Background: an optimization exercise with open tools, aiming at small area. Do not read the settings as production practice.
The RTL was checked by simulation tests, not by an equivalence proof against the original design.
No activity file was given, so power comes from the tool's default toggle rates. The flow treats the clock pin as an ideal source, which a real chip does not have.

Setup of job 7353:
Design cube_motor_top, start of the top module:
module cube_motor_top (
    input  logic         i_clk,
    input  logic         i_rst_n,
    input  logic [12:0]  i_queue_wr,    
    input  logic         i_start,
    output logic [7:0]   o_drive,       
    output logic [3:0]   o_move,        
    output logic         o_busy,
    output logic         o_done
);
    logic       tick;
    logic       wrapped;
    logic [7:0] next_addr;
    logic [3:0] entry0;
    logic [3:0] next_code;
    logic       turn;
    step_tick_gen tick0 (
        .i_clk     (i_clk),
        .i_rst_n   (i_rst_n),
        .o_tick    (tick),
        .o_wrapped (wrapped)
    );
    move_queue_ram queue0 (
        .i_clk       (i_clk),
        .i_rst_n     (i_rst_n),
        .i_wr        (i_queue_wr),
        .i_next_addr (next_addr),
        .o_entry0    (entry0),
        .o_next      (next_code)
    );
    move_sequencer seq0 (
        .i_clk       (i_clk),
        .i_rst_n     (i_rst_n),
        .i_tick      (tick),
        .i_start     (i_start),
        .i_entry0    (entry0),
        .i_next      (next_code),
        .o_next_addr (next_addr),
        .o_turn      (turn),
        .o_move      (o_move),
        .o_busy      (o_busy),
        .o_done      (o_done)
    );
    motor_drive_decode decode0 (
        .i_clk     (i_clk),
        .i_rst_n   (i_rst_n),
  ...
Size in the first run: ~2,700 cells after synthesis, about 30 I/O pins.
clock: 10.0 ns
lec_check: 0
cap_margin: 20
core_margin: 2
core_utilization: 60
gpl_routability_driven: 1
place_density: 0.7
slew_margin: 20
synth_hierarchical: 1
standard.sh (not shown) runs the stock make flow with config.mk's settings and CLKGATE_MAP_FILE= SYNTH_SCRIPT=/design/flow/synth_recipe.tcl, a recipe that flattens the netlist after the stock synthesis.
==> flow/flow/run.sh <==
#!/bin/bash
# The standard layout, with two changes: clock tree synthesis adds no dummy
# loads and clusters the flip-flops into larger groups per leaf buffer, and
# the port buffers are the smallest buffer rather than a delay cell.
set -euo pipefail
CTS="-sink_clustering_enable -repair_clock_nets -dont_use_dummy_load"
CTS="$CTS -buf_list sky130_fd_sc_hd__clkbuf_16"
CTS="$CTS -sink_clustering_size 30 -sink_clustering_max_diameter 100"
bash standard.sh "CTS_ARGS=$CTS" \
    "BUFFER_PORTS_ARGS=-buffer_cell sky130_fd_sc_hd__buf_1" \
    finish > orfs_make.log 2>&1
What job 5307 does differently from job 7353 at the input level:
--- a/flow/config.mk
+++ b/flow/config.mk
@@ -9,5 +9,5 @@
 export CORE_MARGIN = 2
-export CORE_UTILIZATION = 60
+export CORE_UTILIZATION = 50
 export GPL_ROUTABILITY_DRIVEN = 1
-export PLACE_DENSITY = 0.7
+export PLACE_DENSITY = 0.6
 export SLEW_MARGIN = 20
### Flow results
Job 7353 and job 5307 ended up with roughly the same hold buffer count at CTS.
Compared with job 7353, in job 5307 required time at the endpoint of the critical path decreased by 30 ps relative to the old numbers, initial core utilization decreased 9.9 points.
Between job 7353 and job 5307, the fraction of area in multi-input gates figures differ only marginally.
Growth of design area from synthesis to finish was lower in the run labelled job 7353.
The capturing element of the worst setup path comes out queue0.r0_r[229]$_DFF_PN1_ in one run and queue0.r0_r[156]$_DFF_PN0_ in the other, namely in job 7353 and job 5307 respectively.
NOTE number of tap cells inserted job 7353->job 5307 increased by more than 10%
Job 5307 vs. job 7353: number of standard cells in the final layout excluding fillers moved up; maximum root-to-sink buffer count held steady; normalized max-slew margin went up; met1 track utilization from global routing lost 7.0 points.
The following lists how job 7820 was set up differently from job 5307:
==> flow/flow/run.sh <==
#!/bin/bash
# The standard layout, with clock tree synthesis told not to add dummy loads
# and to cluster the flip-flops into larger groups per leaf buffer.
set -euo pipefail
CTS="-sink_clustering_enable -repair_clock_nets -dont_use_dummy_load"
CTS="$CTS -buf_list sky130_fd_sc_hd__clkbuf_16"
CTS="$CTS -sink_clustering_size 30 -sink_clustering_max_diameter 100"
bash standard.sh "CTS_ARGS=$CTS" finish > orfs_make.log 2>&1
==> comparison <==
- On count of nets after finishing, job 5307 and job 7820 are basically level.
- Between job 5307 and job 7820, the difference in clock network area share is negligible.
- Cmp job 5307 and job 7820 / largest fanout on the critical path / lower: job 7820
- Compared with job 5307, job 7820 shows a higher standby leakage power.
- Post-detailed-routing wire length ends up lower on job 5307.

[what the ideal ports hide]
No port has a modelled driver above. Below, the same layouts with a new extraction and two added sets of constraints. Step 1 (the two cells are an assumption about what drives the block):
set clk [get_ports {i_clk}]
set_driving_cell -lib_cell sky130_fd_sc_hd__clkbuf_16 $clk
set_driving_cell -lib_cell sky130_fd_sc_hd__buf_2 [delete_from_list [all_inputs] $clk]
Step 2 times the ports against the registers' clock, not the clock port: input delays grow and output delays shrink by t, the midpoint of the rising clock arrivals with the driver on. Three values: no drivers, after step 1, after step 2; two values: the first two.
run | t, ns | setup slack, ns | worst setup path after step 2 | worst register clock-pin slew, ns | worst slew at a driven data input, ns
job 7353 | 0.664 | 4.839 / 4.867 / 4.203 | input to register | 0.12 / 0.12 | 0.04
job 5307 | 0.662 | 4.654 / 4.693 / 4.030 | input to register | 0.12 / 0.12 | 0.05
job 7820 | 0.675 | 4.279 / 4.313 / 3.638 | input to register | 0.12 / 0.12 | 0.06
After both steps setup and hold are still met in every run listed. For job 7820, which loses most, drivers alone change the setup slack by +0.034 ns; drivers and shift together by -0.641 ns.
